From an optimization exercise on the open Yosys and OpenROAD flow, aimed at small area and a short achievable clock period; shortcuts taken in it are not production practice. Only simulation tests tie the RTL to the original design; equivalence was not proved. Power is estimated from default activity; no workload was simulated.

### design/flow/run.sh
#!/bin/bash
# synth_recipe.tcl (not shown) runs the flow's synth.tcl, then flattens the netlist and writes it again
# the make line also repeats each setting of config.mk as NAME=value (left out here)
make -C /OpenROAD-flow-scripts/flow DESIGN_CONFIG=/design/flow/config.mk WORK_HOME=/design/flow/orfs CLKGATE_MAP_FILE= SYNTH_SCRIPT=/design/flow/synth_recipe.tcl finish
### design/flow/config.mk
export PLATFORM = sky130hd
export DESIGN_NAME = vid_top
export DESIGN_NICKNAME = vid_top
export VERILOG_FILES = /design/flow/design.v
export SDC_FILE = /design/flow/constraint.sdc
export NUM_CORES = 4
export LEC_CHECK = 0
export CAP_MARGIN = 20
export CORE_MARGIN = 2
export CORE_UTILIZATION = 40
export SETUP_SLACK_MARGIN = 4.0
export SLEW_MARGIN = 20
### design/flow/constraint.sdc
create_clock -name core_clock -period 7.0 [get_ports {clk}]
set_input_delay 1.4000 -clock core_clock [delete_from_list [all_inputs] [get_ports {clk}]]
set_output_delay 1.4000 -clock core_clock [all_outputs]
set_load 0.01 [all_outputs]
### design/flow/design.v
`default_nettype none
package vid_pkg;
typedef logic [15:0] word_t;         
typedef logic [7:0]  addr_t;         
typedef logic [11:0] rgb_t;          
typedef logic [3:0]  cidx_t;         
typedef logic [4:0]  xr_addr_t;      
typedef logic [1:0]  intr_t;         
localparam int INTR_LINE   = 0;      
localparam int INTR_VBLANK = 1;      
localparam logic [3:0] REG_INT_CTRL = 4'h0;     
localparam logic [3:0] REG_WR_ADDR  = 4'h1;     
localparam logic [3:0] REG_WR_INCR  = 4'h2;     
localparam logic [3:0] REG_DATA     = 4'h3;     
localparam logic [3:0] REG_RD_ADDR  = 4'h4;     
localparam logic [3:0] REG_XR_ADDR  = 4'h5;     
localparam logic [3:0] REG_XR_DATA  = 4'h6;     
localparam xr_addr_t XR_PALETTE_BASE = 5'h00;   
localparam xr_addr_t XR_LINE_CMP     = 5'h10;   
endpackage
`default_nettype wire
`default_nettype none
`timescale 1ns/10ps
module vram_arb(
    input  wire logic           clk,
    input  wire logic [2:0]     ph,
    input  wire logic [1:0]     ph4,
    input  wire logic [7:0]     wr_addr_i,
    input  wire logic [15:0]    wr_data_i,
    input  wire logic [7:0]     rd_addr_i,
    output logic                rd_hit_o,
    output logic [15:0]         rd_data_o,
    input  wire logic [2:0]     vid_ring_i,      
    input  wire logic [2:0]     vid_pos_i,
    output logic [15:0]         vid_data_o
);
localparam int N_RING = 37;
localparam logic [31:0] XMAP0 = 32'ha54a952a;
localparam logic [31:0] XMAP1 = 32'hc993264c;
localparam logic [31:0] XMAP2 = 32'h0e1c3870;
localparam logic [31:0] XMAP3 = 32'h0fe03f80;
localparam logic [31:0] XMAP4 = 32'h0fffc000;
localparam logic [31:0] XMAP5 = 32'hf0000000;
function automatic logic [5:0] xmap(input logic [4:0] q);
    xmap = {XMAP5[q], XMAP4[q], XMAP3[q], XMAP2[q], XMAP1[q], XMAP0[q]};
endfunction
logic [N_RING*16-1:0]   taps;
logic [5*7*16-1:0]      vid_cand;
logic       w_x;
logic [5:0] w_xmap;
logic [4:0] w_ring;
logic [2:0] w_slot;
logic       w_hit7;
logic       w_hit4;
assign w_x    = (wr_addr_i[2:0] == 3'd7);
assign w_xmap = xmap(wr_addr_i[7:3]);
assign w_ring = w_x ? {2'b0, w_xmap[5:3]} : wr_addr_i[7:3];
assign w_slot = w_x ? w_xmap[2:0] : wr_addr_i[2:0];
assign w_hit7 = (w_slot == ph);
assign w_hit4 = (w_slot[1:0] == ph4);
for (genvar r = 0; r < N_RING; r++) begin : g_ring
    localparam int LEN = (r == N_RING - 1) ? 4 : 7;
    logic [LEN*16-1:0]  q;
    logic               we;
    if (r < 32) begin : g_we
        assign we = !w_x && (w_ring == 5'(r)) && w_hit7;
    end else if (r < N_RING - 1) begin : g_we
        assign we = w_x && (w_ring == 5'(r - 32)) && w_hit7;
    end else begin : g_we
        assign we = w_x && (w_ring == 5'(r - 32)) && w_hit4;
    end
    always_ff @(posedge clk) begin
        q <= {q[(LEN-1)*16-1:0], we ? wr_data_i : q[LEN*16-1 -: 16]};
    end
    assign taps[r*16 +: 16] = q[LEN*16-1 -: 16];
    if (r < 4) begin : g_vid
        assign vid_cand[r*7*16 +: 7*16] = q;
    end else if (r == 32) begin : g_vid
        assign vid_cand[4*7*16 +: 7*16] = q;
    end
end
logic       r_x;
logic [5:0] r_xmap;
logic [2:0] r_xring;
logic [2:0] r_slot;
logic [15:0] r_main;
logic [15:0] r_extra;
assign r_x      = (rd_addr_i[2:0] == 3'd7);
assign r_xmap   = xmap(rd_addr_i[7:3]);
assign r_xring  = r_xmap[5:3];
assign r_slot   = r_x ? r_xmap[2:0] : rd_addr_i[2:0];
assign rd_hit_o = (r_x && r_xring == 3'd4) ? (r_slot[1:0] == ph4) : (r_slot == ph);
assign r_main   = taps[rd_addr_i[7:3]*16 +: 16];
assign r_extra  = taps[(32 + r_xring)*16 +: 16];
assign rd_data_o = r_x ? r_extra : r_main;
logic [5*16-1:0] vid_at_pos;
for (genvar r = 0; r < 5; r++) begin : g_vpos
    logic [7*16-1:0] c;
    assign c = vid_cand[r*7*16 +: 7*16];
    assign vid_at_pos[r*16 +: 16] = c[vid_pos_i*16 +: 16];
end
assign vid_data_o = vid_at_pos[vid_ring_i*16 +: 16];
endmodule
`default_nettype wire
`default_nettype none
`timescale 1ns/10ps
module vid_top #(
    parameter int H_VISIBLE = 16,
    parameter int H_FRONT   = 2,
    parameter int H_SYNC    = 4,
    parameter int H_BACK    = 2,
    parameter int V_VISIBLE = 8,
    parameter int V_FRONT   = 1,
    parameter int V_SYNC    = 2,
    parameter int V_BACK    = 1
)(
    input  wire logic           clk,
    input  wire logic           reset_i,
    input  wire logic           bus_cs_n_i,
    input  wire logic           bus_rd_nwr_i,
    input  wire logic [3:0]     bus_reg_num_i,
    input  wire logic           bus_bytesel_i,
    input  wire logic [7:0]     bus_data_i,
    output logic      [7:0]     bus_data_o,
    output logic                bus_intr_o,
    output logic      [3:0]     red_o,
    output logic      [3:0]     green_o,
    output logic      [3:0]     blue_o,
    output logic                hsync_o,
    output logic                vsync_o,
    output logic                dv_de_o
);
localparam int H_TOTAL      = H_VISIBLE + H_FRONT + H_SYNC + H_BACK;
localparam int V_TOTAL      = V_VISIBLE + V_FRONT + V_SYNC + V_BACK;
localparam int H_SYNC_START = H_VISIBLE + H_FRONT;
localparam int V_SYNC_START = V_VISIBLE + V_FRONT;
localparam int H_W          = $clog2(H_TOTAL);
localparam int V_W          = $clog2(V_TOTAL);
logic [7:0]     hi_byte;
logic [15:0]    wword;
logic           wr_lo;
logic           wr_hi;
logic [7:0]     wsel;            
logic           rd_next;         
logic [15:0]    wr_addr;
logic [15:0]    wr_incr;
logic [15:0]    rd_addr;
logic [15:0]    xr_addr;
logic [15:0]    xr_data;
logic [15:0]    prefetch;
logic           xr_wr;
logic [1:0]     intr_mask;
logic [1:0]     intr_clear;
logic [1:0]     intr_status;
logic [15:0]    rd_word;
logic [7:0]     pend_addr;       
logic [15:0]    pend_data;
logic           fwd_ok;          
logic           rpend;           
logic           rd_hit;
logic [15:0]    rd_data;
assign wword   = {hi_byte, bus_data_i};
assign wr_lo   = !bus_cs_n_i && !bus_rd_nwr_i && bus_bytesel_i;
assign wr_hi   = !bus_cs_n_i && !bus_rd_nwr_i && !bus_bytesel_i;
assign rd_next = !bus_cs_n_i && bus_rd_nwr_i && bus_bytesel_i && (bus_reg_num_i == vid_pkg::REG_DATA);
always_comb begin
    for (int i = 0; i < 8; i++) begin
        wsel[i] = wr_lo && (bus_reg_num_i == 4'(i));
    end
end
always_comb begin
    case (bus_reg_num_i)
        vid_pkg::REG_INT_CTRL: rd_word = {6'b0, intr_mask, 6'b0, intr_status};
        vid_pkg::REG_WR_ADDR:  rd_word = wr_addr;
        vid_pkg::REG_WR_INCR:  rd_word = wr_incr;
        vid_pkg::REG_DATA:     rd_word = prefetch;
        vid_pkg::REG_RD_ADDR:  rd_word = rd_addr;
        vid_pkg::REG_XR_ADDR:  rd_word = xr_addr;
        vid_pkg::REG_XR_DATA:  rd_word = xr_data;
        default:               rd_word = '0;
    endcase
end
always_ff @(posedge clk) begin
    if (reset_i) begin
        bus_data_o <= '0;
    end else if (!bus_cs_n_i && bus_rd_nwr_i) begin
        bus_data_o <= bus_bytesel_i ? rd_word[7:0] : rd_word[15:8];
    end
end
always_ff @(posedge clk) begin
    if (reset_i) begin
        intr_mask  <= '0;
        intr_clear <= '0;
        xr_wr      <= 1'b0;
        wr_addr    <= '0;
        wr_incr    <= '0;
        rd_addr    <= '0;
        xr_addr    <= '0;
        rpend      <= 1'b0;
    end else begin
        xr_wr      <= wsel[vid_pkg::REG_XR_DATA];
        intr_clear <= wsel[vid_pkg::REG_INT_CTRL] ? wword[1:0] : 2'b0;
        if (wsel[vid_pkg::REG_INT_CTRL]) begin
            intr_mask <= wword[9:8];
        end
        if (wsel[vid_pkg::REG_WR_ADDR]) begin
            wr_addr <= wword;
        end else if (wsel[vid_pkg::REG_DATA]) begin
            wr_addr <= wr_addr + wr_incr;
        end
        if (wsel[vid_pkg::REG_WR_INCR]) begin
            wr_incr <= wword;
        end
        if (wsel[vid_pkg::REG_RD_ADDR]) begin
            rd_addr <= wword;
        end else if (rd_next) begin
            rd_addr <= rd_addr + wr_incr;
        end
        if (wsel[vid_pkg::REG_XR_ADDR]) begin
            xr_addr <= wword;
        end else if (xr_wr) begin
            xr_addr <= xr_addr + 1'b1;
        end
        if (wsel[vid_pkg::REG_RD_ADDR] || rd_next) begin
            rpend <= 1'b1;
        end else if (rd_hit) begin
            rpend <= 1'b0;
        end
    end
end
always_ff @(posedge clk) begin
    if (wr_hi) begin
        hi_byte <= bus_data_i;
    end
    if (wsel[vid_pkg::REG_XR_DATA]) begin
        xr_data <= wword;
    end
    if (wsel[vid_pkg::REG_DATA]) begin
        pend_addr <= wr_addr[7:0];
        pend_data <= wword;
    end
    fwd_ok <= !wsel[vid_pkg::REG_DATA];
    if (rpend && rd_hit) begin
        prefetch <= rd_data;
    end
end
logic [H_W-1:0] h_count, h_next;
logic [V_W-1:0] v_count, v_next;
logic [2:0]     ph, ph_next;         
logic [1:0]     ph4;
logic           de;
logic           fetch;
logic [4:0]     vid_word;
always_comb begin
    h_next = h_count + 1'b1;
    v_next = v_count;
    if (h_count == H_W'(H_TOTAL - 1)) begin
        h_next = '0;
        v_next = (v_count == V_W'(V_TOTAL - 1)) ? '0 : v_count + 1'b1;
    end
    if (reset_i) begin
        h_next = '0;
        v_next = '0;
    end
    ph_next = (ph == 3'd0) ? 3'd6 : ph - 1'b1;
end
always_ff @(posedge clk) begin
    h_count <= h_next;
    v_count <= v_next;
    ph      <= ph_next;
    ph4     <= ph4 - 1'b1;
end
assign de       = (h_count < H_W'(H_VISIBLE)) && (v_count < V_W'(V_VISIBLE));
assign fetch    = de && (h_count[1:0] == 2'd0);
assign vid_word = {v_count[2:0], h_count[3:2]};
logic [H_W-1:0] h_inc;
logic [4:0]     wn;
logic [2:0]     sn;
logic [3:0]     pn;
logic [2:0]     posn;
logic [2:0]     vid_ring;        
logic [2:0]     vid_pos;         
logic [15:0]    vid_mem;
logic [15:0]    vid_data;
assign h_inc = h_count + 1'b1;
always_comb begin
    wn = {v_count[2:0], h_inc[3:2]};
    if (h_count == H_W'(H_TOTAL - 1)) begin
        wn = (v_count == V_W'(V_TOTAL - 1)) ? 5'd0 : {v_count[2:0] + 3'd1, 2'd0};
    end
    sn   = (wn[2:0] == 3'd7) ? {1'b0, wn[4:3]} : wn[2:0];
    pn   = {1'b0, sn} + {1'b0, 3'd6 - ph_next};
    posn = (pn >= 4'd7) ? 3'(pn - 4'd7) : pn[2:0];
end
always_ff @(posedge clk) begin
    if (reset_i) begin
        vid_ring <= 3'd0;
        vid_pos  <= 3'd6 - ph_next;
    end else begin
        vid_ring <= (wn[2:0] == 3'd7) ? 3'd4 : {1'b0, wn[4:3]};
        vid_pos  <= posn;
    end
end
vram_arb vram_arb(
    .clk(clk),
    .ph(ph),                    .ph4(ph4),
    .wr_addr_i(pend_addr),      .wr_data_i(pend_data),
    .rd_addr_i(rd_addr[7:0]),   .rd_hit_o(rd_hit),
    .rd_data_o(rd_data),
    .vid_ring_i(vid_ring),      .vid_pos_i(vid_pos),
    .vid_data_o(vid_mem)
);
always_ff @(posedge clk) begin
    if (fetch) begin
        vid_data <= (fwd_ok && pend_addr == {3'b0, vid_word}) ? pend_data : vid_mem;
    end
end
logic [11:0]    palette [16];
logic [3:0]     pix_idx;
logic [2:0]     de_d;
logic [2:0]     hs_d;
logic [2:0]     vs_d;
logic [11:0]    rgb;
always_ff @(posedge clk) begin
    case (h_count[1:0])
        2'd1: pix_idx <= vid_data[15:12];
        2'd2: pix_idx <= vid_data[11:8];
        2'd3: pix_idx <= vid_data[7:4];
        default: pix_idx <= vid_data[3:0];
    endcase
    if (xr_wr && !xr_addr[4]) begin
        palette[xr_addr[3:0]] <= xr_data[11:0];
    end
end
always_ff @(posedge clk) begin
    if (reset_i) begin
        de_d <= '0;
        hs_d <= '0;
        vs_d <= '0;
        rgb  <= '0;
    end else begin
        de_d <= {de_d[1:0], de};
        hs_d <= {hs_d[1:0], (h_count >= H_W'(H_SYNC_START)) && (h_count < H_W'(H_SYNC_START + H_SYNC))};
        vs_d <= {vs_d[1:0], (v_count >= V_W'(V_SYNC_START)) && (v_count < V_W'(V_SYNC_START + V_SYNC))};
        rgb  <= de_d[1] ? palette[pix_idx] : '0;
    end
end
assign {red_o, green_o, blue_o} = rgb;
assign dv_de_o = de_d[2];
assign hsync_o = hs_d[2];
assign vsync_o = vs_d[2];
logic [3:0]     lc_lo;           
logic           lc_hz;           
logic [1:0]     trigger;
assign trigger[vid_pkg::INTR_LINE]   = (h_count == '0) && lc_hz && (v_count == lc_lo);
assign trigger[vid_pkg::INTR_VBLANK] = (h_count == '0) && (v_count == V_W'(V_VISIBLE));
always_ff @(posedge clk) begin
    if (reset_i) begin
        lc_lo       <= '0;
        lc_hz       <= 1'b1;
        intr_status <= '0;
        bus_intr_o  <= 1'b0;
    end else begin
        if (xr_wr && xr_addr[4:0] == vid_pkg::XR_LINE_CMP) begin
            lc_lo <= xr_data[3:0];
            lc_hz <= (xr_data[15:4] == '0);
        end
        bus_intr_o  <= |(trigger & intr_mask & ~intr_status);
        intr_status <= (intr_status | trigger) & ~intr_clear;
    end
end
endmodule
`default_nettype wire
==> results of run 1 <==
[cell usage in the layout, fill, tap and decap left out, types with 34 or more instances in the layout]
| master | netlist | routed |
|---|---|---|
| a211oi_1 | 50 | 34 |
| a21oi_1 | 83 | 79 |
| a22oi_1 | 37 | 36 |
| buf_12 | 0 | 69 |
| buf_4 | 4 | 109 |
| bufinv_16 | 0 | 40 |
| clkbuf_1 | 203 | 95 |
| clkbuf_16 | 0 | 438 |
| clkbuf_8 | 0 | 83 |
| clkinv_2 | 0 | 63 |
| dfxtp_1 | 4228 | 4200 |
| edfxtp_1 | 272 | 272 |
| ha_1 | 60 | 52 |
| mux2_2 | 575 | 379 |
| mux2_4 | 0 | 216 |
| mux2i_1 | 119 | 113 |
| mux4_2 | 345 | 345 |
| nand2_1 | 181 | 160 |
| nor2_1 | 106 | 91 |
| nor2b_1 | 41 | 38 |
| nor3_1 | 55 | 46 |
| o21ai_0 | 64 | 61 |
| o2bb2ai_1 | 64 | 64 |
[sequential cells by signal (all words and copies together), names as in the netlist, 5 cells and up]
register,cells
wr_addr,16
pend_addr,8
prefetch,16
xr_addr,16
hi_byte,8
palette,192
rd_addr,16
vram_arb.g_ring.q,4096
h_count,5
pend_data,16
xr_data,16
bus_data_o,8
wr_incr,16
rgb,12
vid_data,16
[worst max path at each step]
stage                           startpoint                         to  slack, ps  depth (start not counted)
after global placement    bus_reg_num_i[1]                wr_addr[14]       2160                          9
final                         pend_addr[3]    vram_arb.g_ring[4].q[9]       3540                         12
after floorplan               pend_addr[4]   vram_arb.g_ring[8].q[10]       3790                         12
after CTS                     pend_addr[3]   vram_arb.g_ring[12].q[8]       3650                         12
after global routing          pend_addr[3]  vram_arb.g_ring[12].q[10]       3460                         12
after detailed placement  bus_reg_num_i[1]                wr_addr[14]       2130                          9
[worst max-delay path: cells and delay by family (launching register included)]
kind,cells,cell delay (ps)
fa+ha+maj,1,150
buf+inv,4,740
mux,2,770
simple gates,3,650
flops,1,500
xor+xnor,1,160
compound gates,1,350
[metrics by stage]
step                util (%)  instances  total power [mW]
detailed placement      42.1      10748              26.9
CTS                     47.7      11592              49.6
finish                  48.4      11674              49.2
global route            48.4      11670              50.7
global placement        42.1      10748              26.9
floorplan                  -       7017              26.8
[logic make-up after synthesis]
kind of cell,after synthesis,synth area share (%)
fa+ha+maj,64,0.701
flops,4500,79.3
compound gates,447,2.69
mux,1059,13.4
buf+inv,335,1.15
simple gates,552,2.35
xor+xnor,60,0.455
[power by group through the flow]
stage	Clock (mW)	Combinational, mW	Sequential, mW
2_1_floorplan	0	0.328	26.5
3_3_place_gp	0	0.406	26.5
3_5_place_dp	0	0.408	26.5
4_1_cts	23.2	0.447	25.9
5_1_grt	24.3	0.502	25.9
6_report	22.8	0.474	25.9
[synth_stat cells (55+ instances only)]
master,count,area (sq um)
ha_1,60,751
o2bb2ai_1,64,561
a21oi_1,83,415
mux4_2,345,7770
clkbuf_1,203,762
dfxtp_1,4228,84600
mux2i_1,119,1190
nor3_1,55,275
o21ai_0,64,320
nor2_1,106,398
edfxtp_1,272,8170
mux2_2,575,6470
nand2_1,181,679
[final cells by class]
class / instances / area share (%)
Tap cell: 3900 / 3.46
Sequential cell: 4500 / 65.9
Clock inverter: 149 / 1.50
Multi-Input combinational cell: 2188 / 17.5
Inverter: 37 / 0.121
Antenna cell: 9 / 0.0160
Clock buffer: 596 / 8.47
Timing Repair Buffer: 295 / 3.00
[routing by layer]
| metal | up-vias | track usage [%] | wire (um) | part of all wire [%] |
|---|---|---|---|---|
| li1 | 25250 | - | - | - |
| met1 | 27821 | 23.6 | 121000 | 46 |
| met2 | 1460 | 26.5 | 120000 | 45 |
| met3 | 478 | 3.11 | 14600 | 5.5 |
| met4 | 0 | 6.45 | 9570 | 3.6 |
| met5 | - | 0 | 0 | 0 |
[timing repair]
item                                    4_1_cts  5_1_grt
endpoints found under the setup margin      741      623
cloned                                       16       24
pin swaps                                    27       41
buffers inserted                             83       48
gates resized for setup                     238      222
==> notes.md, run 1 <==
- Run status: complete, no violations
- Worst path slowest cell: edfxtp_1
- Max Fclk: 0.289 GHz
- CTS Hold Bufs: 0
- FF-to-FF Start: pend_addr[3]
- Die Span X: 545 um
- DR vias: 55009
- Fin Hold WS: 257 ps
- Num rows: 198
- PD cells: 349 mW/mm^2
- Yosys reg bits: 4500
- Slew margin rel.: 30.9%
- Nets: 7514
- Setup TNS: 0 ps
- FILL cells: 24047
- Net Sw Power: 9.74 mW
- Cell area after layout: 0.141 sq mm
- Clock Power Share: 46.3%
- Clock Path Buffers: 4
- Cell count after synthesis: 7017
- Placer congestion estimate: 0.859
- Clk Tree Root Cell: clkbuf_16
- Worst Setup Start Kind: register
- Sequential share of the synthesized area: 79.3%
- Starting Density: 40.2%
- Initial DRC count: 4152
- H-tree level count: 5
- Final period util: 49.4%
- Arrival time at the worst endpoint: 4210 ps
- Multi-input logic area: 0.0247 sq mm
- Reg clk slew, reported paths: 60 ps
- Final min period: 3460 ps
- Clock Sinks: 4500
- Core Area: 0.291 sq mm
- R2R cell count: 12
- Synth Warn #: 2
- Die area: 0.297 sq mm
- CTS tree: yes
- Number of global-route vias before repair: 56563
- Int Power: 39.5 mW
- Comb power frac: 1.0%
- Clock latency (worst-skew pair): 920 ps
- Synthesized area: 0.117 sq mm
- Crit-path most repeated cell: buf_4
- Fraction of layout cells with a size suffix above 1: 26.2%
- Number of max-cap violations: 0
- Ys async rst share: 0%
- Initial antenna violation count: 16
- Yosys cell types: 76
- Post-route ant nets: 0
- Reg area: 0.0929 sq mm
- EDFF count, synth: 272
- Hold path startpoint: vram_arb.g_ring[6].q[66]
- Die H: 545 um
- Worst Tran Pin Value: 1040 ps
- Clock skew: 76.8 ps
- Crit-path max FO: 8
- Hpwl dp: 146 mm
- Gr usage total: 17.0%
- R2R Setup Slk: 3540 ps
- Sequential share of power: 52.7%
- TritonCTS Buffers: 412
- DRC viols: 0
- Max IR drop VDD: 0.225 mV
- RSZ-0062 raised after global routing: yes
- Vias/cell: 4.71
- Routed wire length: 265 mm
- IO Pins: 41
- Port Buffer Count: 40
- Top FF cell, synth: dfxtp_1
- Max Slew Vio Count: 0
- PnR worst setup slack: 3540 ps
- Switching Share: 19.8%
- Synth Area per Inst: 16.7 sq um
- Hold Path Class: register to register
- Critical path cell sequence: buf_4, ha_4, mux4_2, and2_4, o31ai_4, xnor2_4, or2_4, buf_4, nor3_4, buf_12, clkbuf_16, mux2_4
- CP required: 7760 ps
- Drt wl/cell: 22.7 um
- # setup viols final: 0
- Hold path depth: 0
- Post-Syn Nets: 7097
- DRT Pass-1 Iters: 8
- DP Area: 0.123 sq mm
- Congestion Overflow GR: 0
- Final Hold Vio Count: 0
- Largest net degree at the start of global routing: 71
- Syn-to-layout area delta: 20.4%
- Setup WS pre-CTS: 2130 ps
- CP Class: register to register
- Crit path capture type: register
- First-pass GRT wire length: 376 mm
- Lkg Pwr: 54.4 nW
- Hold Path End: vram_arb.g_ring[6].q[82]
- Crit-path max cell delay: 500 ps
- Terminus of the critical flop-to-flop path: vram_arb.g_ring[4].q[9]
==> run 2: changes to the inputs <==
--- a/design/flow/config.mk
+++ b/design/flow/config.mk
@@ -9,3 +9,5 @@
 export CORE_MARGIN = 2
-export CORE_UTILIZATION = 40
+export CORE_UTILIZATION = 60
+export CTS_BUF_LIST = sky130_fd_sc_hd__clkbuf_4 sky130_fd_sc_hd__clkbuf_8
+export CTS_CLUSTER_SIZE = 30
 export SETUP_SLACK_MARGIN = 4.0
==> run 2 against run 1 <==
- utilization rose by 23 points
- final area fell by 1.3%
- via count rose by 2.4%
- first-iteration DRC count fell by 3.2%
- maximum frequency rose by 5.1%
- critical path type unchanged
- die area fell by 33%
- highest routed layer unchanged
- global-route usage rose by 9.2 points
- clock-buffer cell count rose by 446
- largest cell class unchanged
- sequential power barely moved
- power fell by 2.7%
- worst hold slack improved by 46 ps
- sequential cell count did not move
- still clean
==> notes.md, run 2 <==
- Run status: complete, no violations
- Ys async rst share: 0% (unchanged)
- Largest net degree at the start of global routing: 71 (unchanged)
- Top FF cell, synth: dfxtp_1
- Worst Setup Start Kind: register
- Vias/cell: 5.26 (+12%)
- Crit-path max FO: 16 (+8)
- TritonCTS Buffers: 659 (+60%)
- Net Sw Power: 9.60 mW (-1.3%)
- Clock Path Buffers: 4 (unchanged)
- Setup crit end: vram_arb.g_ring[20].q[2]
- Crit-path most repeated cell: buf_12
- Die H: 446 um (-18%)
- Terminus of the critical flop-to-flop path: vram_arb.g_ring[20].q[2]
- PnR worst setup slack: 3710 ps (+168 ps)
- First-pass GRT wire length: 380 mm (+0.97%)
- Die area: 0.199 sq mm (-33%)
- Clock Sinks: 4500 (unchanged)
- Critical path cell sequence: inv_2, ha_4, mux4_2, and2_4, o31ai_4, xnor2_4, or2_4, buf_12, nor2_4, buf_12, mux2_2
- Syn-to-layout area delta: 18.8%
- Slew margin rel.: 20.1% (-11 points)
- Worst Tran Pin Value: 1190 ps (+159 ps)
- Post-Syn Nets: 7097 (unchanged)
- Sequential share of power: 54.2% (+1.5 points)
- Lkg Pwr: 55.0 nW (+1.2%)
- Area leader, netlist: dfxtp_1
- Crit-path max cell delay: 480 ps (-20 ps)
- Number of max-cap violations: 0 (unchanged)
- Comb power frac: 1.0% (about the same)
- DRT Pass-1 Iters: 9 (+1)
- Clock skew: 48.7 ps (-28.1 ps)
- Num rows: 162 (-18%)
- RSZ-0062 raised after global routing: yes
- Yosys reg bits: 4500 (unchanged)
- Biggest register: vram_arb.g_ring.q
- Port Buffer Count: 40 (unchanged)
- Clk Tree Root Cell: clkbuf_8
- Final period util: 47.0% (-2.4 points)
- CP required: 7940 ps (+180 ps)
- Post-route ant nets: 0 (unchanged)
- Worst path slowest cell: edfxtp_1
- IO Pins: 41 (unchanged)
- CP Class: register to register
- Hold Path Class: register to register
- R2R Setup Slk: 3710 ps (+170 ps)
- Crit path capture type: register
- Yosys cell types: 76 (unchanged)
- Initial antenna violation count: 17 (+1)
- Starting Density: 60.2% (+20 points)
- Sequential share of the synthesized area: 79.3% (unchanged)
- Synthesized area: 0.117 sq mm (unchanged)
- Max IR drop VDD: 0.307 mV (+36%)
- Drt wl/cell: 24.7 um (+8.8%)
- Arrival time at the worst endpoint: 4220 ps (about the same)
- FF-to-FF Start: pend_addr[3]
- Fraction of layout cells with a size suffix above 1: 31.1% (+4.9 points)
- Setup WS pre-CTS: 2070 ps (-52.1 ps)
- Clock Power Share: 44.8% (-1.5 points)
- Switching Share: 20.1% (+0.28 points)
- R2R cell count: 11 (-1)
- Nets: 7763 (+3.3%)
- EDFF count, synth: 272 (unchanged)
- FILL cells: 12459 (-48%)
- Number of global-route vias before repair: 57359 (+1.4%)
- Dominant cells by area after synthesis: dfxtp_1 72%, edfxtp_1 7.0%, mux4_2 6.6%
- # setup viols final: 0 (unchanged)
- Most frequent cells in the layout: 4196 x dfxtp_1, 856 x clkbuf_8, 345 x mux4_2
- Initial DRC count: 4018 (-3.2%)
- Final Hold Vio Count: 0 (unchanged)
- Setup TNS: 0 ps (unchanged)
- Synth Area per Inst: 16.7 sq um (unchanged)
- Max Slew Vio Count: 0 (unchanged)
- H-tree level count: 6 (+1)
- Core Area: 0.194 sq mm (-33%)
- CP Launch Point: pend_addr[3]
- DR vias: 56352 (+2.4%)
- Max Fclk: 0.304 GHz (+5.1%)
- Max reg flops: 4096 (unchanged)
- CTS Hold Bufs: 0 (unchanged)
- CTS tree: yes
- Die Span X: 446 um (-18%)
- Placer congestion estimate: 0.876 (+2.0%)
- Gr usage total: 26.2% (+9.2 points)
- Count leader, synth: dfxtp_1
- Int Power: 38.3 mW (-3.0%)
- DRC viols: 0 (unchanged)
- Congestion Overflow GR: 0 (unchanged)
- PD cells: 344 mW/mm^2 (-1.4%)
- Top cell type's share of synthesized area: 72.3% (unchanged)
- Post-synth top cells: 4228 x dfxtp_1, 575 x mux2_2, 345 x mux4_2
- Final min period: 3290 ps (-168 ps)
- Cell count after synthesis: 7017 (unchanged)
- Reg clk slew, reported paths: 60 ps (about the same)
- Synth Warn #: 2 (unchanged)
- Most common cell after layout, fill and taps aside: dfxtp_1
- Hpwl dp: 147 mm (+0.94%)
- Clock latency (worst-skew pair): 1070 ps (+150 ps)
- Routed wire length: 265 mm (-0.12%)
==> run 2: cell counts after synthesis <==
Identical to the previous run, type by type.
==> run 2: final cells by class <==
type / instances / area, sq um / share of cell area [%]
tap: 2542 / 3180 / 2.29
clock buffer: 1042 / 13200 / 9.47
sequential: 4500 / 92900 / 66.8
clock inverter: 94 / 711 / 0.511
timing repair buffer: 294 / 3940 / 2.83
multi-input combinational: 2191 / 25000 / 18.0
antenna: 20 / 50.0 / 0.0360
inverter: 37 / 156 / 0.112
==> run 2: kinds of logic (layout without fill, tap and decap cells) <==
kind of cell | after synthesis | in the layout | share of synthesized area [%]
flip-flops | 4500 | 4500 | 79.3
multiplexers | 1059 | 1059 | 13.4
AND/OR/NAND/NOR | 552 | 561 | 2.35
AO/OA/AOI/OAI | 447 | 447 | 2.69
buffers and inverters | 335 | 1467 | 1.15
adder cells (fa/ha/maj) | 64 | 64 | 0.701
XOR/XNOR | 60 | 60 | 0.455
other | 0 | 20 | 0
==> run 2: through the flow <==
stage	hold slack, ps	cells	util (%)	area [sq um]	total power, mW
4_1_cts	291	10647	70.9	138000	48.3
3_5_place_dp	312	9395	62.3	121000	26.9
6_report	303	10720	71.6	139000	47.9
3_3_place_gp	310	9391	62.2	121000	26.9
2_1_floorplan	310	7017	-	118000	26.8
5_1_grt	309	10713	71.6	139000	49.4
==> run 2: repair_timing <==
| item | CTS | global route |
|---|---|---|
| setup endpoints to repair | 722 | 673 |
| setup buffers | 94 | 41 |
| pin swaps | 30 | 26 |
| cloned | 22 | 11 |
| resized for setup | 459 | 132 |
==> run 2: worst min-delay path by stage <==
stage	startpoint	to	slack [ps]	cells past startpoint
final	vram_arb.g_ring[27].q[22]	vram_arb.g_ring[27].q[38]	300	0
after detailed placement	vram_arb.g_ring[10].q[84]	vram_arb.g_ring[10].q[100]	310	0
after CTS	vram_arb.g_ring[13].q[21]	vram_arb.g_ring[13].q[37]	290	0
after floorplan	vram_arb.g_ring[10].q[84]	vram_arb.g_ring[10].q[100]	310	0
after global routing	vram_arb.g_ring[21].q[53]	vram_arb.g_ring[21].q[69]	310	0
after global placement	vram_arb.g_ring[29].q[33]	vram_arb.g_ring[29].q[49]	310	0
==> run 2: layer usage <==
layer  wire (um)  track usage (%)  vias up
met3       14500             4.89      494
li1            -                -    25807
met5           0                0        -
met2      120000             39.9     1639
met4        9420             9.87        0
met1      121000             37.5    28412
==> run 2: critical path: cells and delay by family (launching register included) <==
family / cells / cell delay [ps]
AND/OR/NAND/NOR: 3 / 620
buffers and inverters: 3 / 520
AO/OA/AOI/OAI: 1 / 320
XOR/XNOR: 1 / 140
flip-flops: 1 / 480
multiplexers: 2 / 810
adder cells (fa/ha/maj): 1 / 220
==> run 2: power groups by stage <==
stage	registers [mW]	clock network, mW	logic (mW)
final	25.9	21.5	0.464
after global routing	25.9	23.0	0.491
after CTS	26.0	21.9	0.435
after detailed placement	26.5	0	0.411
after global placement	26.5	0	0.412
after floorplan	26.5	0	0.328
==> run 3: changes to the inputs <==
--- a/design/flow/design.v
+++ b/design/flow/design.v
@@ -27,5 +27,10 @@
     input  wire logic [1:0]     ph4,
-    input  wire logic [7:0]     wr_addr_i,
+    input  wire logic           wr_start_i,      
+    input  wire logic           wr_en_i,         
+    output logic                wr_hit_o,        
+    input  wire logic [7:0]     wr_addr_i,       
     input  wire logic [15:0]    wr_data_i,
-    input  wire logic [7:0]     rd_addr_i,
+    input  wire logic           rd_start_i,      
+    input  wire logic [7:0]     rd_addr_next_i,
+    input  wire logic [7:0]     rd_addr_i,       
     output logic                rd_hit_o,
@@ -43,4 +48,10 @@
 localparam logic [31:0] XMAP5 = 32'hf0000000;
-function automatic logic [5:0] xmap(input logic [4:0] q);
-    xmap = {XMAP5[q], XMAP4[q], XMAP3[q], XMAP2[q], XMAP1[q], XMAP0[q]};
+function automatic logic [6:0] amap(input logic [7:0] a);
+    logic [4:0] q;
+    q = a[7:3];
+    if (a[2:0] == 3'd7) begin
+        amap = {1'b1, XMAP5[q], XMAP4[q], XMAP3[q], XMAP2[q], XMAP1[q], XMAP0[q]};
+    end else begin
+        amap = {1'b0, 3'd0, a[2:0]};
+    end
 endfunction
@@ -49,4 +60,3 @@
 logic       w_x;
-logic [5:0] w_xmap;
-logic [4:0] w_ring;
+logic [2:0] w_xring;
 logic [2:0] w_slot;
@@ -54,8 +64,10 @@
 logic       w_hit4;
-assign w_x    = (wr_addr_i[2:0] == 3'd7);
-assign w_xmap = xmap(wr_addr_i[7:3]);
-assign w_ring = w_x ? {2'b0, w_xmap[5:3]} : wr_addr_i[7:3];
-assign w_slot = w_x ? w_xmap[2:0] : wr_addr_i[2:0];
-assign w_hit7 = (w_slot == ph);
-assign w_hit4 = (w_slot[1:0] == ph4);
+always_ff @(posedge clk) begin
+    if (wr_start_i) begin
+        {w_x, w_xring, w_slot} <= amap(wr_addr_i);
+    end
+end
+assign w_hit7   = wr_en_i && (w_slot == ph);
+assign w_hit4   = wr_en_i && (w_slot[1:0] == ph4);
+assign wr_hit_o = (w_x && w_xring == 3'd4) ? w_hit4 : w_hit7;
 for (genvar r = 0; r < N_RING; r++) begin : g_ring
@@ -65,7 +77,7 @@
     if (r < 32) begin : g_we
-        assign we = !w_x && (w_ring == 5'(r)) && w_hit7;
+        assign we = !w_x && (wr_addr_i[7:3] == 5'(r)) && w_hit7;
     end else if (r < N_RING - 1) begin : g_we
-        assign we = w_x && (w_ring == 5'(r - 32)) && w_hit7;
+        assign we = w_x && (w_xring == 3'(r - 32)) && w_hit7;
     end else begin : g_we
-        assign we = w_x && (w_ring == 5'(r - 32)) && w_hit4;
+        assign we = w_x && (w_xring == 3'(r - 32)) && w_hit4;
     end
@@ -82,3 +94,2 @@
 logic       r_x;
-logic [5:0] r_xmap;
 logic [2:0] r_xring;
@@ -87,9 +98,10 @@
 logic [15:0] r_extra;
-assign r_x      = (rd_addr_i[2:0] == 3'd7);
-assign r_xmap   = xmap(rd_addr_i[7:3]);
-assign r_xring  = r_xmap[5:3];
-assign r_slot   = r_x ? r_xmap[2:0] : rd_addr_i[2:0];
-assign rd_hit_o = (r_x && r_xring == 3'd4) ? (r_slot[1:0] == ph4) : (r_slot == ph);
-assign r_main   = taps[rd_addr_i[7:3]*16 +: 16];
-assign r_extra  = taps[(32 + r_xring)*16 +: 16];
+always_ff @(posedge clk) begin
+    if (rd_start_i) begin
+        {r_x, r_xring, r_slot} <= amap(rd_addr_next_i);
+    end
+end
+assign rd_hit_o  = (r_x && r_xring == 3'd4) ? (r_slot[1:0] == ph4) : (r_slot == ph);
+assign r_main    = taps[rd_addr_i[7:3]*16 +: 16];
+assign r_extra   = taps[(32 + r_xring)*16 +: 16];
 assign rd_data_o = r_x ? r_extra : r_main;
@@ -155,4 +167,5 @@
 logic [15:0]    rd_word;
-logic [7:0]     pend_addr;       
-logic [15:0]    pend_data;
+logic           wpend;           
+logic [7:0]     pend_lo;         
+logic           wr_hit;
 logic           fwd_ok;          
@@ -199,2 +212,3 @@
         rpend      <= 1'b0;
+        wpend      <= 1'b0;
     end else begin
@@ -207,4 +221,4 @@
             wr_addr <= wword;
-        end else if (wsel[vid_pkg::REG_DATA]) begin
-            wr_addr <= wr_addr + wr_incr;
+        end else if (wpend && wr_hit) begin
+            wr_addr <= wr_addr + wr_incr;        
         end
@@ -223,2 +237,7 @@
         end
+        if (wsel[vid_pkg::REG_DATA]) begin
+            wpend <= 1'b1;
+        end else if (wr_hit) begin
+            wpend <= 1'b0;
+        end
         if (wsel[vid_pkg::REG_RD_ADDR] || rd_next) begin
@@ -238,4 +257,3 @@
     if (wsel[vid_pkg::REG_DATA]) begin
-        pend_addr <= wr_addr[7:0];
-        pend_data <= wword;
+        pend_lo <= bus_data_i;
     end
@@ -306,3 +324,7 @@
     .ph(ph),                    .ph4(ph4),
-    .wr_addr_i(pend_addr),      .wr_data_i(pend_data),
+    .wr_start_i(wsel[vid_pkg::REG_DATA]),
+    .wr_en_i(wpend),            .wr_hit_o(wr_hit),
+    .wr_addr_i(wr_addr[7:0]),   .wr_data_i({hi_byte, pend_lo}),
+    .rd_start_i(wsel[vid_pkg::REG_RD_ADDR] || rd_next),
+    .rd_addr_next_i(wsel[vid_pkg::REG_RD_ADDR] ? bus_data_i : rd_addr[7:0] + wr_incr[7:0]),
     .rd_addr_i(rd_addr[7:0]),   .rd_hit_o(rd_hit),
@@ -314,3 +336,3 @@
     if (fetch) begin
-        vid_data <= (fwd_ok && pend_addr == {3'b0, vid_word}) ? pend_data : vid_mem;
+        vid_data <= (wpend && fwd_ok && wr_addr[7:0] == {3'b0, vid_word}) ? {hi_byte, pend_lo} : vid_mem;
     end
--- a/design/flow/config.mk
+++ b/design/flow/config.mk
@@ -9,5 +9,3 @@
 export CORE_MARGIN = 2
-export CORE_UTILIZATION = 60
-export CTS_BUF_LIST = sky130_fd_sc_hd__clkbuf_4 sky130_fd_sc_hd__clkbuf_8
-export CTS_CLUSTER_SIZE = 30
+export CORE_UTILIZATION = 40
 export SETUP_SLACK_MARGIN = 4.0
==> run 3 against run 2 <==
- largest cell class unchanged
- critical endpoint is now vram_arb.g_ring[18].q[9]
- worst hold slack worse by 17 ps
- clock skew rose by 5.8 ps
- clock-buffer cell count shrank 459
- still clean on timing, DRC and antenna
==> notes.md, run 3 <==
- Worst path slowest cell: nand2_2
- Area leader, netlist: dfxtp_1
- Delay-heaviest family, CP: simple AND/OR/NAND/NOR gates
- Die area: 0.296 sq mm (+49%)
- Cell count after synthesis: 7095 (+1.1%)
- Hpwl dp: 134 mm (-8.9%)
- Clock Path Buffers: 4 (unchanged)
- Synth Area per Inst: 16.5 sq um (-1.3%)
- Biggest register: vram_arb.g_ring.q
- Synth Warn #: 2 (unchanged)
- Sum of buffers and inverters on the critical path: 0 (-3)
- First-pass GRT wire length: 355 mm (-6.4%)
- Reg clk slew, reported paths: 60 ps (about the same)
- CTS Hold Bufs: 0 (unchanged)
- FILL cells: 24744 (+99%)
- Placer congestion estimate: 0.844 (-3.7%)
- Net Sw Power: 9.63 mW (+0.28%)
- Clock Power Share: 45.4% (+0.6 points)
- DRC viols: 0 (unchanged)
- Top cell type's share of synthesized area: 72.5% (+0.19 points)
- Number of max-cap violations: 0 (unchanged)
- Slew margin rel.: 28.2% (+8.2 points)
- PnR worst setup slack: 3950 ps (+239 ps)
- CP required: 7750 ps (-190 ps)
- IO Pins: 41 (unchanged)
- Final period util: 43.6% (-3.4 points)
- Clk Tree Root Cell: clkbuf_16
- Comb power frac: 1.1% (about the same)
- Num rows: 198 (+22%)
- Max Fclk: 0.328 GHz (+7.8%)
- Hold Path Class: register to register
- Largest net degree at the start of global routing: 90 (+27%)
- Multi-input logic area: 0.0233 sq mm (-6.8%)
- Lkg Pwr: 53.0 nW (-3.7%)
- Sequential share of power: 53.5% (-0.7 points)
- Routed wire length: 237 mm (-11%)
- Most frequent cells in the layout: 4197 x dfxtp_1, 611 x mux2_2, 408 x clkbuf_16
- EDFF count, synth: 270 (-0.74%)
- Post-route ant nets: 0 (unchanged)
- Number of global-route vias before repair: 55624 (-3.0%)
- Clock skew: 54.5 ps (+5.82 ps)
- Setup TNS: 0 ps (unchanged)
- Die Span X: 544 um (+22%)
- Drt wl/cell: 20.4 um (-17%)
- Most common cell after layout, fill and taps aside: dfxtp_1
- Reg area: 0.0928 sq mm (about the same)
- Ys async rst share: 0% (unchanged)
- PD cells: 355 mW/mm^2 (+3.1%)
- Switching Share: 19.9% (-0.17 points)
- Nets: 7469 (-3.8%)
- Overall Power: 48.4 mW (+1.2%)
- Clock latency (worst-skew pair): 900 ps (-170 ps)
- Max Slew Vio Count: 0 (unchanged)
- # setup viols final: 0 (unchanged)
- Final min period: 3050 ps (-239 ps)
- Yosys cell types: 74 (-2.6%)
- Dominant cells by area after synthesis: dfxtp_1 72%, edfxtp_1 6.9%, mux4_2 6.4%
- Critical path cell sequence: xnor2_1, nand4_1, nor2_1, nand2_1, nor3_2, nand2_2, mux2_2
- Crit-path max cell delay: 680 ps (+200 ps)
- TritonCTS Buffers: 402 (-39%)
- Post-Syn Nets: 7171 (+1.0%)
- Gr usage total: 15.8% (-10 points)
- CTS tree: yes
- Count leader, synth: dfxtp_1
- Yosys reg bits: 4499 (-0.022%)
- Post-synth top cells: 4229 x dfxtp_1, 611 x mux2_2, 333 x mux4_2
- Vias/cell: 4.64 (-12%)
- H-tree level count: 5 (-1)
- Int Power: 38.8 mW (+1.4%)
- DRT Pass-1 Iters: 8 (-1)
- Port Buffer Count: 40 (unchanged)
- Run status: complete, no violations
- Starting Density: 40.2% (-20 points)
- Syn-to-layout area delta: 16.9%
- Clock Sinks: 4499 (-0.022%)
- DR vias: 53869 (-4.4%)
- Congestion Overflow GR: 0 (unchanged)
- Fraction of layout cells with a size suffix above 1: 24.7% (-6.3 points)
- Top FF cell, synth: dfxtp_1
- Initial DRC count: 3707 (-7.7%)
- Arrival time at the worst endpoint: 3800 ps (-420 ps)
- Die H: 544 um (+22%)
- Final Hold Vio Count: 0 (unchanged)
- Sequential share of the synthesized area: 79.4% (+0.15 points)
- Core Area: 0.291 sq mm (+50%)
- Synthesized area: 0.117 sq mm (-0.24%)
- Max IR drop VDD: 0.241 mV (-21%)
- Crit-path max FO: 16 (unchanged)
- Worst Tran Pin Value: 1080 ps (-118 ps)
- RSZ-0062 raised after global routing: yes
- Setup WS pre-CTS: 1030 ps (-1040 ps)
- Worst Setup Start Kind: register
- Max reg flops: 4096 (unchanged)
- CP Class: register to register
- Crit path capture type: register
- Initial antenna violation count: 13 (-4)
run 3: changes by cell type after synthesis, moves of 22 or more:
| cell | previous run | this run |
|---|---|---|
| nor2_1 | 106 | 192 |
| a21oi_1 | 83 | 147 |
| o21ai_0 | 64 | 95 |
| nor2b_1 | 41 | 19 |
| mux2_2 | 575 | 611 |
| o2bb2ai_1 | 64 | 0 |
| clkbuf_1 | 203 | 234 |
run 3: final cells by class:
type | instances | share of cell area (%)
Antenna cell | 2 | 0.00367
Clock buffer | 583 | 8.59
Clock inverter | 141 | 1.27
Inverter | 42 | 0.118
Multi-Input combinational cell | 2257 | 17.1
Sequential cell | 4499 | 68.0
Tap cell | 3900 | 3.57
Timing Repair Buffer | 191 | 1.34
run 3: power by group through the flow:
stage	Combinational (mW)	Clock, mW	Sequential (mW)
global placement	0.471	0	26.5
detailed placement	0.471	0	26.5
global route	0.571	23.5	25.9
finish	0.542	22.0	25.9
floorplan	0.336	0	26.4
CTS	0.519	22.5	25.9
run 3: timing repair:
item,in CTS,in global routing
pin swaps,17,28
buffers inserted,47,24
gates cloned,5,1
endpoints found under the setup margin,258,360
resized for setup,140,70
run 3: worst paths after layout:
kind                                                 from  depth (start not counted)                         to  slack [ps]
worst max-delay path                   vram_arb.w_slot[1]                          7   vram_arb.g_ring[18].q[9]        3950
worst min register to register  vram_arb.g_ring[20].q[10]                          0  vram_arb.g_ring[20].q[26]         290
worst min-delay path            vram_arb.g_ring[20].q[10]                          0  vram_arb.g_ring[20].q[26]         290
worst max register to register         vram_arb.w_slot[1]                          7   vram_arb.g_ring[18].q[9]        3950
run 3: routing by layer:
metal	routed length [um]	track usage, %	share of wire, %
met1	111000	22.2	47
met4	6560	5.13	2.8
met5	26	0	0.011
met2	108000	24.9	45
met3	11300	2.65	4.8
run 3: kinds of logic after synthesis:
group,synth area share (%)
DFF,79.4
muxes,13.3
and+or+nand+nor,2.44
AOI/OAI and AO/OA,2.61
buffers and inverters,1.13
adders and majority gates,0.660
xor gates and xnor gates,0.405
run 3: per-stage QoR:
step | hold slack, ps | instances | cell area [sq um] | utilization, %
final | 286 | 11615 | 137000 | 46.9
after global routing | 295 | 11613 | 137000 | 46.9
after CTS | 287 | 11587 | 136000 | 46.8
after detailed placement | 312 | 10811 | 122000 | 41.9
after global placement | 309 | 10811 | 122000 | 41.9
after floorplan | 310 | 7095 | 117000 | -
run 3: worst register-to-register path, delay by kind of cell (launching register included):
family        cells  cell delay (ps)
xor+xnor          1              160
mux               1              550
flops             1              430
simple gates      5             1770
==> run 4: changes to the inputs <==
--- a/design/flow/design.v
+++ b/design/flow/design.v
@@ -26,59 +26,23 @@
     input  wire logic [2:0]     ph,
-    input  wire logic [1:0]     ph4,
-    input  wire logic           wr_start_i,      
     input  wire logic           wr_en_i,         
-    output logic                wr_hit_o,        
-    input  wire logic [7:0]     wr_addr_i,       
+    input  wire logic [7:0]     wr_addr_i,
     input  wire logic [15:0]    wr_data_i,
-    input  wire logic           rd_start_i,      
-    input  wire logic [7:0]     rd_addr_next_i,
-    input  wire logic [7:0]     rd_addr_i,       
+    output logic                wr_hit_o,        
+    input  wire logic [7:0]     rd_addr_i,
     output logic                rd_hit_o,
     output logic [15:0]         rd_data_o,
-    input  wire logic [2:0]     vid_ring_i,      
-    input  wire logic [2:0]     vid_pos_i,
+    input  wire logic [1:0]     vid_ring_i,
+    input  wire logic [2:0]     vid_pos_i,       
     output logic [15:0]         vid_data_o
 );
-localparam int N_RING = 37;
-localparam logic [31:0] XMAP0 = 32'ha54a952a;
-localparam logic [31:0] XMAP1 = 32'hc993264c;
-localparam logic [31:0] XMAP2 = 32'h0e1c3870;
-localparam logic [31:0] XMAP3 = 32'h0fe03f80;
-localparam logic [31:0] XMAP4 = 32'h0fffc000;
-localparam logic [31:0] XMAP5 = 32'hf0000000;
-function automatic logic [6:0] amap(input logic [7:0] a);
-    logic [4:0] q;
-    q = a[7:3];
-    if (a[2:0] == 3'd7) begin
-        amap = {1'b1, XMAP5[q], XMAP4[q], XMAP3[q], XMAP2[q], XMAP1[q], XMAP0[q]};
-    end else begin
-        amap = {1'b0, 3'd0, a[2:0]};
-    end
-endfunction
+localparam int N_RING = 32;
+localparam int LEN    = 8;
 logic [N_RING*16-1:0]   taps;
-logic [5*7*16-1:0]      vid_cand;
-logic       w_x;
-logic [2:0] w_xring;
-logic [2:0] w_slot;
-logic       w_hit7;
-logic       w_hit4;
-always_ff @(posedge clk) begin
-    if (wr_start_i) begin
-        {w_x, w_xring, w_slot} <= amap(wr_addr_i);
-    end
-end
-assign w_hit7   = wr_en_i && (w_slot == ph);
-assign w_hit4   = wr_en_i && (w_slot[1:0] == ph4);
-assign wr_hit_o = (w_x && w_xring == 3'd4) ? w_hit4 : w_hit7;
+logic [4*LEN*16-1:0]    vid_cand;
+assign wr_hit_o = wr_en_i && (wr_addr_i[2:0] == ph);
+assign rd_hit_o = (rd_addr_i[2:0] == ph);
 for (genvar r = 0; r < N_RING; r++) begin : g_ring
-    localparam int LEN = (r == N_RING - 1) ? 4 : 7;
     logic [LEN*16-1:0]  q;
     logic               we;
-    if (r < 32) begin : g_we
-        assign we = !w_x && (wr_addr_i[7:3] == 5'(r)) && w_hit7;
-    end else if (r < N_RING - 1) begin : g_we
-        assign we = w_x && (w_xring == 3'(r - 32)) && w_hit7;
-    end else begin : g_we
-        assign we = w_x && (w_xring == 3'(r - 32)) && w_hit4;
-    end
+    assign we = wr_hit_o && (wr_addr_i[7:3] == 5'(r));
     always_ff @(posedge clk) begin
@@ -88,25 +52,10 @@
     if (r < 4) begin : g_vid
-        assign vid_cand[r*7*16 +: 7*16] = q;
-    end else if (r == 32) begin : g_vid
-        assign vid_cand[4*7*16 +: 7*16] = q;
-    end
-end
-logic       r_x;
-logic [2:0] r_xring;
-logic [2:0] r_slot;
-logic [15:0] r_main;
-logic [15:0] r_extra;
-always_ff @(posedge clk) begin
-    if (rd_start_i) begin
-        {r_x, r_xring, r_slot} <= amap(rd_addr_next_i);
+        assign vid_cand[r*LEN*16 +: LEN*16] = q;
     end
 end
-assign rd_hit_o  = (r_x && r_xring == 3'd4) ? (r_slot[1:0] == ph4) : (r_slot == ph);
-assign r_main    = taps[rd_addr_i[7:3]*16 +: 16];
-assign r_extra   = taps[(32 + r_xring)*16 +: 16];
-assign rd_data_o = r_x ? r_extra : r_main;
-logic [5*16-1:0] vid_at_pos;
-for (genvar r = 0; r < 5; r++) begin : g_vpos
-    logic [7*16-1:0] c;
-    assign c = vid_cand[r*7*16 +: 7*16];
+assign rd_data_o = taps[rd_addr_i[7:3]*16 +: 16];
+logic [4*16-1:0] vid_at_pos;
+for (genvar r = 0; r < 4; r++) begin : g_vpos
+    logic [LEN*16-1:0] c;
+    assign c = vid_cand[r*LEN*16 +: LEN*16];
     assign vid_at_pos[r*16 +: 16] = c[vid_pos_i*16 +: 16];
@@ -168,2 +117,3 @@
 logic           wpend;           
+logic [7:0]     pend_addr;       
 logic [7:0]     pend_lo;         
@@ -188,3 +138,3 @@
         vid_pkg::REG_WR_INCR:  rd_word = wr_incr;
-        vid_pkg::REG_DATA:     rd_word = prefetch;
+        vid_pkg::REG_DATA:     rd_word = (rpend && rd_hit) ? rd_data : prefetch;
         vid_pkg::REG_RD_ADDR:  rd_word = rd_addr;
@@ -221,4 +171,4 @@
             wr_addr <= wword;
-        end else if (wpend && wr_hit) begin
-            wr_addr <= wr_addr + wr_incr;        
+        end else if (wsel[vid_pkg::REG_DATA]) begin
+            wr_addr <= wr_addr + wr_incr;
         end
@@ -257,3 +207,4 @@
     if (wsel[vid_pkg::REG_DATA]) begin
-        pend_lo <= bus_data_i;
+        pend_addr <= wr_addr[7:0];
+        pend_lo   <= bus_data_i;
     end
@@ -267,3 +218,2 @@
 logic [2:0]     ph, ph_next;         
-logic [1:0]     ph4;
 logic           de;
@@ -282,3 +232,3 @@
     end
-    ph_next = (ph == 3'd0) ? 3'd6 : ph - 1'b1;
+    ph_next = ph - 1'b1;
 end
@@ -288,3 +238,2 @@
     ph      <= ph_next;
-    ph4     <= ph4 - 1'b1;
 end
@@ -295,6 +244,3 @@
 logic [4:0]     wn;
-logic [2:0]     sn;
-logic [3:0]     pn;
-logic [2:0]     posn;
-logic [2:0]     vid_ring;        
+logic [1:0]     vid_ring;        
 logic [2:0]     vid_pos;         
@@ -308,5 +254,2 @@
     end
-    sn   = (wn[2:0] == 3'd7) ? {1'b0, wn[4:3]} : wn[2:0];
-    pn   = {1'b0, sn} + {1'b0, 3'd6 - ph_next};
-    posn = (pn >= 4'd7) ? 3'(pn - 4'd7) : pn[2:0];
 end
@@ -314,7 +257,7 @@
     if (reset_i) begin
-        vid_ring <= 3'd0;
-        vid_pos  <= 3'd6 - ph_next;
+        vid_ring <= 2'd0;
+        vid_pos  <= 3'd0 - ph;
     end else begin
-        vid_ring <= (wn[2:0] == 3'd7) ? 3'd4 : {1'b0, wn[4:3]};
-        vid_pos  <= posn;
+        vid_ring <= wn[4:3];
+        vid_pos  <= wn[2:0] - ph;
     end
@@ -322,9 +265,6 @@
 vram_arb vram_arb(
-    .clk(clk),
-    .ph(ph),                    .ph4(ph4),
-    .wr_start_i(wsel[vid_pkg::REG_DATA]),
-    .wr_en_i(wpend),            .wr_hit_o(wr_hit),
-    .wr_addr_i(wr_addr[7:0]),   .wr_data_i({hi_byte, pend_lo}),
-    .rd_start_i(wsel[vid_pkg::REG_RD_ADDR] || rd_next),
-    .rd_addr_next_i(wsel[vid_pkg::REG_RD_ADDR] ? bus_data_i : rd_addr[7:0] + wr_incr[7:0]),
+    .clk(clk),                  .ph(ph),
+    .wr_en_i(wpend),            .wr_addr_i(pend_addr),
+    .wr_data_i({hi_byte, pend_lo}),
+    .wr_hit_o(wr_hit),
     .rd_addr_i(rd_addr[7:0]),   .rd_hit_o(rd_hit),
@@ -336,3 +276,3 @@
     if (fetch) begin
-        vid_data <= (wpend && fwd_ok && wr_addr[7:0] == {3'b0, vid_word}) ? {hi_byte, pend_lo} : vid_mem;
+        vid_data <= (wpend && fwd_ok && pend_addr == {3'b0, vid_word}) ? {hi_byte, pend_lo} : vid_mem;
     end
--- a/design/flow/config.mk
+++ b/design/flow/config.mk
@@ -9,3 +9,5 @@
 export CORE_MARGIN = 2
-export CORE_UTILIZATION = 40
+export CORE_UTILIZATION = 60
+export CTS_CLUSTER_DIAMETER = 50
+export CTS_CLUSTER_SIZE = 30
 export SETUP_SLACK_MARGIN = 4.0
==> run 4 against run 3 <==
- now fails the layout checks on antenna violations
- critical path depth grew 3
- non-clock buffer count shrank 30
- global-route usage grew 6.7 points
- clock power shrank 25%
- first-iteration DRC count shrank 16%
- utilization grew 20 points
- register-to-register slack gained 60 ps
- worst hold slack gained 20 ps
- sequential power is essentially flat
- sequential share of layout area grew 5.0 points
- die area shrank 35%
- final area shrank 7.3%
- largest cell class unchanged
- largest power group unchanged
==> notes.md, run 4 <==
- Max IR drop VDD: 0.369 mV (+53%)
- Synth Warn #: 2 (unchanged)
- Core Area: 0.188 sq mm (-35%)
- Clock latency (worst-skew pair): 900 ps (about the same)
- H-tree level count: 4 (-1)
- EDFF count, synth: 248 (-8.1%)
- Routed wire length: 217 mm (-8.6%)
- M1 GR Usage: 33.5% (+11 points)
- Lkg Pwr: 49.0 nW (-7.6%)
- Sum of buffers and inverters on the critical path: 4 (+4)
- Crit path capture type: register
- Ys async rst share: 0% (unchanged)
- Post-synth top cells: 4242 x dfxtp_1, 525 x mux2_2, 299 x mux4_2
- R2R Setup Slk: 4010 ps (+60 ps)
- Yosys cell types: 72 (-2.7%)
- DR vias: 49166 (-8.7%)
- Gr usage total: 22.5% (+6.7 points)
- Clock Sinks: 4490 (-0.20%)
- Synth Area per Inst: 17.1 sq um (+3.7%)
- Clock Path Buffers: 3 (-1)
- Fraction of layout cells with a size suffix above 1: 21.4% (-3.4 points)
- Max Fclk: 0.335 GHz (+2.1%)
- CP Class: register to register
- Arrival time at the worst endpoint: 3760 ps (-40 ps)
- IO Pins: 41 (unchanged)
- Worst Setup Start Kind: register
- Largest net degree at the start of global routing: 70 (-22%)
- Max Slew Vio Count: 0 (unchanged)
- Setup TNS: 0 ps (unchanged)
- TritonCTS Buffers: 237 (-41%)
- FF-to-FF Start: rd_addr[6]
- Initial antenna violation count: 18 (+5)
- Number of global-route vias before repair: 48869 (-12%)
- Delay-heaviest family, CP: buffers and inverters
- Sequential share of the synthesized area: 81.2% (+1.7 points)
- First-pass GRT wire length: 320 mm (-9.9%)
- Top cell type's share of synthesized area: 74.6% (+2.1 points)
- Most frequent cells in the layout: 4225 x dfxtp_1, 525 x mux2_2, 300 x mux4_2
- Clock skew: 45.0 ps (-9.44 ps)
- PD cells: 337 mW/mm^2 (-4.9%)
- Worst Tran Pin Value: 1110 ps (+33.0 ps)
- Starting Density: 60.5% (+20 points)
- Num rows: 159 (-20%)
- Final min period: 2990 ps (-62.3 ps)
- Crit-path max cell delay: 460 ps (-220 ps)
- Yosys reg bits: 4490 (-0.20%)
- Hold path startpoint: vram_arb.g_ring[25].q[15]
- Post-route ant nets: 1 (+1)
- Clk Tree Root Cell: clkbuf_16
- Max reg flops: 4096 (unchanged)
- Hpwl dp: 130 mm (-3.0%)
- Biggest register: vram_arb.g_ring.q
- Drt wl/cell: 22.7 um (+11%)
- Critical path cell sequence: buf_4, nor2b_1, buf_4, and2_1, buf_4, a22oi_1, nand4_1, buf_4, or3_1, a32o_1
- Crit-path max FO: 21 (+5)
- Placed cell count: 9043 (-16%)
- DRC viols: 0 (unchanged)
- Port Buffer Count: 40 (unchanged)
- Initial DRC count: 3132 (-16%)
- Worst path slowest cell: a22oi_1
- Syn-to-layout area delta: 11.2%
- DRT Pass-1 Iters: 5 (-3)
- Nets: 6879 (-7.9%)
- Post-Syn Nets: 6728 (-6.2%)
- CTS Hold Bufs: 0 (unchanged)
- Area leader, netlist: dfxtp_1
- Die Span X: 439 um (-19%)
- Count leader, synth: dfxtp_1
- CTS tree: yes
- Congestion Overflow GR: 0 (unchanged)
- Number of max-cap violations: 0 (unchanged)
- CP Launch Point: rd_addr[6]
- SO Faults: antenna violations
- Reg clk slew, reported paths: 100 ps (+40 ps)
- Crit-path most repeated cell: buf_4
- Cell count after synthesis: 6664 (-6.1%)
- GR Layer Usage met3: 3.36% (+0.71 points)
- Die H: 439 um (-19%)
- CP required: 7770 ps (+20 ps)
- Dominant cells by area after synthesis: dfxtp_1 75%, edfxtp_1 6.5%, mux4_2 5.9%
- # setup viols final: 0 (unchanged)
- Placer congestion estimate: 0.888 (+5.2%)
- Top FF cell, synth: dfxtp_1
- Vias/cell: 5.15 (+11%)
- Synthesized area: 0.114 sq mm (-2.6%)
- Global-route layer with the greatest usage: met2
- Final period util: 42.7% (-0.89 points)
- Final Hold Vio Count: 0 (unchanged)
- Die area: 0.193 sq mm (-35%)
- Hold Path Class: register to register
- Most common cell after layout, fill and taps aside: dfxtp_1
- Run status: complete, but fails checks
- Post-Layout Cell Count: 9541 (-18%)
- Met2 Use GR: 34.5% (+9.5 points)
- Slew margin rel.: 26.0% (-2.2 points)
- RSZ-0062 raised after global routing: yes
## run 4: final timing paths
check	to	cells past startpoint
max	bus_data_o[4]	10
min	vram_arb.g_ring[25].q[31]	0
max reg2reg	bus_data_o[4]	10
min reg2reg	vram_arb.g_ring[25].q[31]	0
## run 4: area by class of cell
| cell class | count | area, sq um |
|---|---|---|
| clock inverter | 182 | 2410 |
| antenna | 21 | 52.6 |
| multi-input combinational | 1890 | 20600 |
| tap | 2495 | 3120 |
| timing repair buffer | 161 | 1560 |
| sequential | 4490 | 92400 |
| inverter | 35 | 136 |
| clock buffer | 267 | 6300 |
| fill | 12940 | 61600 |
## run 4: cells by family after synthesis
| family | Yosys count | share of synthesized area, % |
|---|---|---|
| AOI/OAI and AO/OA | 359 | 2.09 |
| DFF | 4490 | 81.2 |
| xor gates and xnor gates | 60 | 0.462 |
| buffers and inverters | 284 | 1.10 |
| muxes | 952 | 12.6 |
| adders and majority gates | 47 | 0.537 |
| and+or+nand+nor | 472 | 2.08 |
## run 4: routing by layer
metal | vias to the layer above | wire (um)
met5 | - | 13
met4 | 2 | 6070
met3 | 351 | 9770
met2 | 1015 | 96300
met1 | 24549 | 104000
li1 | 23249 | -
## run 4: what timing repair did
item	CTS	global route
endpoints found under the setup margin	189	123
setup buffers	23	3
pin swaps	9	4
gates cloned	1	1
resized for setup	102	29
## run 4: where the power goes
part / total [mW] / internal (mW) / switching [mW]
Sequential: 25.8 / 25.8 / 0.0463
Combinational: 0.457 / 0.193 / 0.264
Clock: 16.4 / 7.61 / 8.81
Total: 42.7 / 33.6 / 9.12
## run 4: worst register-to-register path: stages (launching register included)
cell and delay [ps]:
dfxtp_1 310, buf_4 440, nor2b_1 100, buf_4 210, and2_1 210, buf_4 230, a22oi_1 470, nand4_1 170
buf_4 200, or3_1 340, a32o_1 210
## run 4: through the flow
step	util, %	worst slack, ps	instance area, sq um	hold slack (ps)	total power [mW]
final	67.3	4010	127000	306	42.7
after CTS	67.1	3800	126000	310	43.0
after global routing	67.2	3890	127000	318	44.0
after floorplan	-	4000	114000	310	26.7
after detailed placement	62.2	2320	117000	312	26.9
after global placement	62.2	2350	117000	310	26.9
==> run 5: changes to the inputs <==
--- a/design/flow/config.mk
+++ b/design/flow/config.mk
@@ -9,5 +9,3 @@
 export CORE_MARGIN = 2
-export CORE_UTILIZATION = 60
-export CTS_CLUSTER_DIAMETER = 50
-export CTS_CLUSTER_SIZE = 30
+export CORE_UTILIZATION = 40
 export SETUP_SLACK_MARGIN = 4.0
==> run 5 against run 4 <==
- the run now finishes clean
- via count rose by 2.6%
- global-route usage shrank 7.2 points
- register-to-register slack worse by 40 ps
- utilization decreased by 20 points
- final area is 5.4% higher
- maximum frequency decreased by 1.3%
- cell count grew 16%
- sequential power is essentially flat
- highest routed layer unchanged
- critical endpoint is now bus_data_o[7]
==> notes.md, run 5 <==
- Ys async rst share: 0% (unchanged)
- Routed wire length: 224 mm (+3.3%)
- Largest net degree at the start of global routing: 84 (+20%)
- Most frequent cells in the layout: 4226 x dfxtp_1, 525 x mux2_2, 419 x clkbuf_16
- Run status: complete, no violations
- Fin Hold WS: 272 ps (-34.3 ps)
- Arrival time at the worst endpoint: 3840 ps (+80 ps)
- R2R Setup Slk: 3970 ps (-40 ps)
- EDFF count, synth: 248 (unchanged)
- PD cells: 367 mW/mm^2 (+8.8%)
- Final Hold Vio Count: 0 (unchanged)
- Drt wl/cell: 20.2 um (-11%)
- Slew margin rel.: 34.1% (+8.0 points)
- Sum of buffers and inverters on the critical path: 2 (-2)
- Yosys reg bits: 4490 (unchanged)
- Cell area after layout: 0.133 sq mm (+5.4%)
- Hpwl dp: 130 mm (+0.10%)
- Crit-path max FO: 11 (-48%)
- Fraction of layout cells with a size suffix above 1: 23.2% (+1.9 points)
- Max Slew Vio Count: 0 (unchanged)
- Synth Area per Inst: 17.1 sq um (unchanged)
- Delay-heaviest family, CP: simple AND/OR/NAND/NOR gates
- Placer congestion estimate: 0.857 (-3.5%)
- Worst path slowest cell: mux4_2
- DR vias: 50432 (+2.6%)
- Die H: 537 um (+22%)
- Max reg flops: 4096 (unchanged)
- Setup TNS: 0 ps (unchanged)
- Clock Path Buffers: 4 (+1)
- Sequential share of the synthesized area: 81.2% (unchanged)
- Initial DRC count: 3578 (+14%)
- Die area: 0.289 sq mm (+49%)
- Crit path capture type: register
- Initial antenna violation count: 14 (-4)
- Post-Layout Cell Count: 11055 (+16%)
- Final min period: 3030 ps (+40.5 ps)
- IO Pins: 41 (unchanged)
- TritonCTS Buffers: 415 (+75%)
- Core Area: 0.283 sq mm (+50%)
- RSZ-0062 raised after global routing: yes
- Top FF cell, synth: dfxtp_1
- Area leader, netlist: dfxtp_1
- Nets: 7052 (+2.5%)
- Top cell type's share of synthesized area: 74.6% (unchanged)
- Cell count after synthesis: 6664 (unchanged)
- Biggest register: vram_arb.g_ring.q
- Clock Sinks: 4490 (unchanged)
- CP Class: register to register
- Worst Tran Pin Value: 988 ps (-121 ps)
==> run 5: cell counts after synthesis <==
Identical to the previous run, type by type.
==> run 5: cells by family after synthesis <==
logic type | Yosys count | synth area share [%]
and+or+nand+nor | 472 | 2.08
DFF | 4490 | 81.2
AOI/OAI and AO/OA | 359 | 2.09
adders and majority gates | 47 | 0.537
buffers and inverters | 284 | 1.10
xor gates and xnor gates | 60 | 0.462
muxes | 952 | 12.6
==> run 5: worst paths after layout <==
kind | start | endpoint | depth (start not counted)
setup / recovery | rd_addr[3] | bus_data_o[7] | 7
hold / removal | vram_arb.g_ring[25].q[16] | vram_arb.g_ring[25].q[32] | 0
setup reg to reg | rd_addr[3] | bus_data_o[7] | 7
hold reg to reg | vram_arb.g_ring[25].q[16] | vram_arb.g_ring[25].q[32] | 0
==> run 5: worst register-to-register path: stages (launching register included) <==
cell and delay [ps]:
dfxtp_4 430, buf_4 220, bufbuf_16 360, mux4_2 590
a22oi_2 380, nand4_1 310, or3_1 420, a32o_1 220
==> run 5: what timing repair did <==
| action | in CTS | in global routing |
|---|---|---|
| setup buffers | 16 | 13 |
| gates resized for setup | 106 | 26 |
| setup endpoints to repair | 357 | 210 |
| gates cloned | 6 | 2 |
| pin swaps | 3 | 9 |
==> run 5: cell type report <==
| type | instances | area [sq um] |
|---|---|---|
| antenna | 9 | 22.5 |
| clock buffer | 579 | 11900 |
| clock inverter | 153 | 2080 |
| fill | 23672 | 149000 |
| inverter | 35 | 136 |
| multi-input combinational | 1890 | 20500 |
| sequential | 4490 | 92400 |
| tap | 3743 | 4680 |
| timing repair buffer | 156 | 1730 |
==> run 5: power breakdown <==
| part | internal (mW) | switching, mW |
|---|---|---|
| clock network | 13.5 | 9.19 |
| registers | 25.8 | 0.0401 |
| logic | 0.197 | 0.264 |
==> run 5: routing by layer <==
metal | up-vias | global-route usage (%) | wire length [um]
met5 | - | 0 | 23
met4 | 4 | 5.75 | 7490
met3 | 456 | 2.75 | 10500
met2 | 1142 | 23.6 | 99000
met1 | 25184 | 21.6 | 107000
li1 | 23646 | - | -
==> run 5: per-stage QoR <==
stage | utilization, % | worst slack, ps
final | 47.2 | 3970
after global routing | 47.2 | 3940
after CTS | 47.1 | 4000
after detailed placement | 42.0 | 2240
after global placement | 42.0 | 2260
after floorplan | - | 4000

## what the ideal ports hide
How much do the figures lean on ideal ports? The routed layouts below were timed once more, with nothing changed but the port constraints. Step 1, drivers: a clkbuf_16 drives clk and a buf_2 each remaining input, both assumed. Step 2 times the ports against the registers' clock, not the clock port: input delays grow and output delays shrink by t, the midpoint of the rising clock arrivals with the driver on. a / b / c = ideal / step 1 / step 2; a / b = the first two.
| run | t, ns | setup slack, ns |
|---|---|---|
| run 1 | 0.976 | 3.542 / 3.542 / 3.160 |
| run 2 | 1.119 | 3.710 / 3.710 / 3.001 |
| run 3 | 0.972 | 3.949 / 3.943 / 2.970 |
| run 4 | 0.950 | 4.011 / 4.011 / 3.103 |
| run 5 | 0.996 | 3.971 / 3.971 / 3.012 |
